What follows belongs to an exercise in optimizing a design on an open flow for small area and a short achievable clock period; a production flow would make more cautious choices.
In this exercise RTL edits were held to simulation tests only and were not proved equivalent to the original.
Power and IR drop assume default switching activity.

Setup of ember:
==> flow/design.v <==
package mem_defs;
  localparam int WORD_W = 16;
endpackage
module mem_g_nand2 (input logic a, b, output logic y);
  assign y = ~(a & b);
endmodule
module mem_g_nor2 (input logic a, b, output logic y);
  assign y = ~(a | b);
endmodule
module mem_g_nand4 (input logic a, b, c, d, output logic y);
  assign y = ~(a & b & c & d);
endmodule
module mem_g_o22ai (input logic a1, a2, b1, b2, output logic y);
  assign y = ~((a1 | a2) & (b1 | b2));
endmodule
module mem_g_a22o (input logic a1, a2, b1, b2, output logic x);
  assign x = (a1 & a2) | (b1 & b2);
endmodule
module mem_rpre
#(
  parameter int B = 4
) (
  input  logic            clk,
  input  logic [B-1:0]    idx,
  output logic [2**B-1:0] sel
);
  always_ff @(posedge clk) begin
    for (int j = 0; j < 2**B; j++) sel[j] <= (idx == B'(j));
  end
endmodule
module mem_wpre
#(
  parameter int B = 4
) (
  input  logic            clk,
  input  logic [B-1:0]    idx,
  output logic [2**B-1:0] sel,
  output logic [2**B-1:0] sel_n
);
  always_ff @(posedge clk) begin
    for (int j = 0; j < 2**B; j++) begin
      sel[j]   <= (idx == B'(j));
      sel_n[j] <= (idx != B'(j));
    end
  end
endmodule
module mem_store
#(
  parameter int N = 256,
  parameter int W = 16
) (
  input  logic           clk,
  input  logic [N-1:0]   we,
  input  logic [N-1:0]   wen,
  input  logic [W-1:0]   wdata,
  output logic [N*W-1:0] q
);
  logic [N*W-1:0] d;
  for (genvar w = 0; w < N; w++) begin : g_word
    for (genvar b = 0; b < W; b++) begin : g_bit
      mem_g_a22o u_d (.a1(we[w]), .a2(wdata[b]), .b1(wen[w]), .b2(q[w*W+b]), .x(d[w*W+b]));
    end
  end
  always_ff @(posedge clk) q <= d;
endmodule
module mem_rq64
(
  input  logic [63:0] seln,
  input  logic [63:0] q,
  output logic        y
);
  logic [31:0] l1;
  logic [15:0] l2;
  logic [3:0]  l3;
  logic [1:0]  l4;
  for (genvar k = 0; k < 32; k++) begin : g_l1
    mem_g_o22ai u (.a1(seln[2*k]), .a2(q[2*k]), .b1(seln[2*k+1]), .b2(q[2*k+1]), .y(l1[k]));
  end
  for (genvar k = 0; k < 16; k++) begin : g_l2
    mem_g_nor2 u (.a(l1[2*k]), .b(l1[2*k+1]), .y(l2[k]));
  end
  for (genvar k = 0; k < 4; k++) begin : g_l3
    mem_g_nand4 u (.a(l2[4*k]), .b(l2[4*k+1]), .c(l2[4*k+2]), .d(l2[4*k+3]), .y(l3[k]));
  end
  for (genvar k = 0; k < 2; k++) begin : g_l4
    mem_g_nor2 u (.a(l3[2*k]), .b(l3[2*k+1]), .y(l4[k]));
  end
  mem_g_nand2 u_l5 (.a(l4[0]), .b(l4[1]), .y(y));
endmodule
module mem_word_array
#(
  parameter int DEPTH_LOG2 = 8
) (
  input  logic                        clk,
  input  logic                        rst,
  input  logic                        wfire_d,
  input  logic [DEPTH_LOG2-1:0]       idx,
  input  logic [mem_defs::WORD_W-1:0] wdata,
  output logic [mem_defs::WORD_W-1:0] rdata
);
  localparam int W    = mem_defs::WORD_W;
  localparam int N    = 2**DEPTH_LOG2;    
  localparam int LO_B = DEPTH_LOG2 / 2;
  localparam int HI_B = DEPTH_LOG2 - LO_B;
  localparam int NLO  = 2**LO_B;
  localparam int NHI  = 2**HI_B;
  localparam int G    = N / 64;
  logic [NLO-1:0] lo_r [2];
  logic [NLO-1:0] lo_w [2];
  logic [NLO-1:0] lo_wn [2];
  logic [NHI-1:0] hi, hiw, hiw_n;
  logic [N-1:0]   seln, we, wen;
  logic [N*W-1:0] q;
  logic [G*W-1:0] part, part_q;
  always_ff @(posedge clk) begin
    for (int i = 0; i < NHI; i++) hi[i] <= (idx[DEPTH_LOG2-1:LO_B] == HI_B'(i));
  end
  for (genvar h = 0; h < 2; h++) begin : g_lpre
    mem_rpre #(.B(LO_B)) u_r (.clk(clk), .idx(idx[LO_B-1:0]), .sel(lo_r[h]));
    mem_wpre #(.B(LO_B)) u_w (.clk(clk), .idx(idx[LO_B-1:0]), .sel(lo_w[h]), .sel_n(lo_wn[h]));
  end
  always_ff @(posedge clk or negedge rst) begin
    if (!rst) begin
      hiw   <= '0;
      hiw_n <= '1;
    end else begin
      hiw   <= hi & {NHI{wfire_d}};
      hiw_n <= ~(hi & {NHI{wfire_d}});
    end
  end
  for (genvar w = 0; w < N; w++) begin : g_dec
    localparam int H = (w / NLO) / (NHI / 2);
    mem_g_nand2 u_sel (.a(hi[w / NLO]), .b(lo_r[H][w % NLO]), .y(seln[w]));
    mem_g_nor2  u_we  (.a(hiw_n[w / NLO]), .b(lo_wn[H][w % NLO]), .y(we[w]));
    mem_g_nand2 u_wen (.a(hiw[w / NLO]), .b(lo_w[H][w % NLO]), .y(wen[w]));
  end
  mem_store #(.N(N), .W(W)) u_store (
    .clk(clk), .we(we), .wen(wen), .wdata(wdata), .q(q)
  );
  for (genvar g = 0; g < G; g++) begin : g_quarter
    for (genvar b = 0; b < W; b++) begin : g_bit
      logic [63:0] qb;
      for (genvar k = 0; k < 64; k++) begin : g_k
        assign qb[k] = q[(g*64+k)*W + b];
      end
      mem_rq64 u_rq (.seln(seln[g*64 +: 64]), .q(qb), .y(part[g*W + b]));
    end
  end
  always_ff @(posedge clk) part_q <= part;
  always_comb begin
    rdata = '1;
    for (int g = 0; g < G; g++) rdata = rdata & ~part_q[g*W +: W];
  end
endmodule
module stall_mem_resp
#(
  parameter int DEPTH_LOG2 = 8,
  parameter int LATENCY    = 4
) (
  input  logic              clk,
  input  logic              rst,
  input  logic [15:0]       addr,
  input  logic [15:0]       data_in,
  input  logic              rd,
  input  logic              wr,
  output logic [15:0]       data_out,
  output logic              done,
  output logic              stall,
  output logic              err
);
  logic [LATENCY-1:0]          ph;
  logic                        busy, take, illegal, last;
  logic                        wfire_d;
  logic                        op_wr_q;
  logic [DEPTH_LOG2-1:0]       idx_q;
  logic [mem_defs::WORD_W-1:0] wdata_q;
  logic [mem_defs::WORD_W-1:0] mem_rdata;
  if (DEPTH_LOG2 + 1 < 16) begin : g_alias
    logic unused_hi;
    assign unused_hi = ^addr[15:DEPTH_LOG2+1];
  end
  assign busy    = |ph;
  assign illegal = (rd & wr) | addr[0];
  assign take    = ~busy & (rd | wr) & ~illegal;
  assign last    = ph[LATENCY-1];
  assign wfire_d = ph[LATENCY-2] & op_wr_q;
  always_ff @(posedge clk or negedge rst) begin
    if (!rst) begin
      ph       <= '0;
      stall    <= 1'b0;
      done     <= 1'b0;
      err      <= 1'b0;
      data_out <= '0;
    end else begin
      ph    <= {ph[LATENCY-2:0], take};
      stall <= take | (|ph[LATENCY-2:0]);
      done  <= last;
      err   <= ~busy & (rd | wr) & illegal;
      if (last & ~op_wr_q) data_out <= mem_rdata;
    end
  end
  always_ff @(posedge clk) begin
    if (take) begin
      idx_q   <= addr[DEPTH_LOG2:1];
      wdata_q <= data_in;
      op_wr_q <= wr;
    end
  end
  mem_word_array #(
    .DEPTH_LOG2(DEPTH_LOG2)
  ) u_array (
    .clk     (clk),
    .rst     (rst),
    .wfire_d (wfire_d),
    .idx     (idx_q),
    .wdata   (wdata_q),
    .rdata   (mem_rdata)
  );
endmodule
export LEC_CHECK = 0
export CAP_MARGIN = 20
export CORE_MARGIN = 2
export CORE_UTILIZATION = 65
export CTS_CLUSTER_DIAMETER = 100
export CTS_CLUSTER_SIZE = 30
export SETUP_SLACK_MARGIN = 2.6
export SLEW_MARGIN = 20
export SYNTH_HIERARCHICAL = 1
export SYNTH_MINIMUM_KEEP_SIZE = 0
export TNS_END_PERCENT = 5
create_clock -name core_clock -period 5.0 [get_ports {clk}]
standard.sh (not shown) runs the stock make flow with config.mk's settings and CLKGATE_MAP_FILE= SYNTH_SCRIPT=/design/flow/synth_recipe.tcl, a recipe that flattens the netlist after the stock synthesis.
==> flow/flow/run.sh <==
#!/bin/bash
# Layout flow: the standard ORFS flow (standard.sh, run stage by stage)
# with two changes:
#  - the port buffers are plain buf_6 cells. By default ORFS picks a delay
#    cell (clkdlybuf4s50_1) for them, and with the platform's
#    MATCH_CELL_FOOTPRINT the resizer cannot swap it for a faster buffer.
#  - before detailed placement, outpull.tcl moves each output's buffer and
#    the register driving it to the output's pin (detailed placement then
#    legalizes them), so the register-to-output path has no long wire.
# Each stage's make output goes to its own log in this folder; ORFS's own
# per-step logs stay under orfs/logs.
set -euo pipefail
export BUFFER_PORTS_ARGS="-buffer_cell sky130_fd_sc_hd__buf_6"
export PRE_DETAIL_PLACE_TCL="$PWD/flow/outpull.tcl"
for stage in synth floorplan place cts route finish; do
  bash standard.sh "$stage" > "make_${stage}.log" 2>&1
done
test -f out/final.def
==> flow/flow/outpull.tcl <==
# Before detailed placement: move each output port's buffer, and the
# flip-flop that drives it, to the port's pin, so that the register-to-output
# path has no long wire. Detailed placement then legalizes them.
set block [ord::get_db_block]
set core [$block getCoreArea]
proc clampx {v core} { return [expr {max([$core xMin], min($v, [$core xMax] - 20000))}] }
proc clampy {v core} { return [expr {max([$core yMin], min($v, [$core yMax] - 5440))}] }
proc driver_of {net} {
  foreach it [$net getITerms] {
    if {[$it isOutputSignal]} { return [$it getInst] }
  }
  return ""
}
set moved 0
foreach bt [$block getBTerms] {
  if {[$bt getIoType] != "OUTPUT"} { continue }
  set net [$bt getNet]
  if {$net == "NULL"} { continue }
  set bb [$bt getBBox]
  set x [clampx [expr {([$bb xMin] + [$bb xMax]) / 2}] $core]
  set y [clampy [expr {([$bb yMin] + [$bb yMax]) / 2}] $core]
  # walk back through single-input buffers to the first register
  set inst [driver_of $net]
  set hops 0
  while {$inst != "" && $hops < 4} {
    set m [$inst getMaster]
    $inst setLocation $x $y
    incr moved
    if {[$m isSequential]} { break }
    set a [$inst findITerm A]
    if {$a == "NULL" || ![string match "*buf*" [$m getName]]} { break }
    set inst [driver_of [$a getNet]]
    incr hops
  }
}
puts "outpull: moved $moved instances"
#### Input delta (onyx over ember)
==> flow/design.v, changed modules only <==
module mem_word_array
#(
  parameter int DEPTH_LOG2 = 8
) (
  input  logic                        clk,
  input  logic                        rst,
  input  logic                        wfire_d,
  input  logic [DEPTH_LOG2-1:0]       idx,
  input  logic [mem_defs::WORD_W-1:0] wdata,
  output logic [mem_defs::WORD_W-1:0] rdata
);
  localparam int W    = mem_defs::WORD_W;
  localparam int N    = 2**DEPTH_LOG2;    
  localparam int LO_B = DEPTH_LOG2 / 2;
  localparam int HI_B = DEPTH_LOG2 - LO_B;
  localparam int NLO  = 2**LO_B;
  localparam int NHI  = 2**HI_B;
  localparam int G    = N / 64;
  logic [NLO-1:0] lo_r, lo_w, lo_wn;
  logic [NHI-1:0] hi, hiw, hiw_n;
  logic [N-1:0]   seln, we, wen;
  logic [N*W-1:0] q;
  logic [G*W-1:0] part, part_q;
  always_ff @(posedge clk) begin
    for (int j = 0; j < NLO; j++) lo_r[j] <= (idx[LO_B-1:0] == LO_B'(j));
    for (int i = 0; i < NHI; i++) hi[i]   <= (idx[DEPTH_LOG2-1:LO_B] == HI_B'(i));
  end
  mem_wpre #(.B(LO_B)) u_wpre (.clk(clk), .idx(idx[LO_B-1:0]), .sel(lo_w), .sel_n(lo_wn));
  always_ff @(posedge clk or negedge rst) begin
    if (!rst) begin
      hiw   <= '0;
      hiw_n <= '1;
    end else begin
      hiw   <= hi & {NHI{wfire_d}};
      hiw_n <= ~(hi & {NHI{wfire_d}});
    end
  end
  for (genvar w = 0; w < N; w++) begin : g_dec
    mem_g_nand2 u_sel (.a(hi[w / NLO]), .b(lo_r[w % NLO]), .y(seln[w]));
    mem_g_nor2  u_we  (.a(hiw_n[w / NLO]), .b(lo_wn[w % NLO]), .y(we[w]));
    mem_g_nand2 u_wen (.a(hiw[w / NLO]), .b(lo_w[w % NLO]), .y(wen[w]));
  end
  mem_store #(.N(N), .W(W)) u_store (
    .clk(clk), .we(we), .wen(wen), .wdata(wdata), .q(q)
  );
  for (genvar g = 0; g < G; g++) begin : g_quarter
    for (genvar b = 0; b < W; b++) begin : g_bit
      logic [63:0] qb;
      for (genvar k = 0; k < 64; k++) begin : g_k
        assign qb[k] = q[(g*64+k)*W + b];
      end
      mem_rq64 u_rq (.seln(seln[g*64 +: 64]), .q(qb), .y(part[g*W + b]));
    end
  end
  always_ff @(posedge clk) part_q <= part;
  always_comb begin
    rdata = '1;
    for (int g = 0; g < G; g++) rdata = rdata & ~part_q[g*W +: W];
  end
endmodule
// module mem_rpre removed
[summary]
Compared with ember, onyx is the less power-hungry design. [compare] base=ember new=onyx: clock sink total down about 1.1%; setup slack after layout up 0.073 ns; register bit count reported by yosys down 48. [onyx vs ember] all-layer global routing usage: higher in onyx. Sort onyx and ember by critical path depth desc -> top: ember.

-- re-timing with driven ports --
The flow's constraints put no driver on any port. The routed layouts listed below were extracted and timed again, unchanged, in two steps.
Step 1: set_driving_cell puts a clkbuf_16 on clk and a buf_2 on each other input, an assumption about the parent block.
Step 2 moves the port delays by t, midway between the first and last clock arrival at a register: inputs arrive t later, outputs are due t later. That takes back most of the time a late clock gives input paths.
Slacks: no drivers / after step 1 / after step 2; pairs: no drivers / after step 1.
run | t (ns) | setup slack, ns | latest minus earliest clock arrival (ns) | worst data-port slew with drivers (ns)
ember | 0.958 | 2.313 / 2.313 / 2.274 | 0.041 / 0.041 | 0.05
onyx | 0.981 | 2.387 / 2.387 / 2.387 | 0.038 / 0.038 | 0.13
After both steps setup and hold are still met in every run listed. For ember, which loses most, drivers alone change the setup slack by 0.000 ns; drivers and shift together by -0.039 ns.
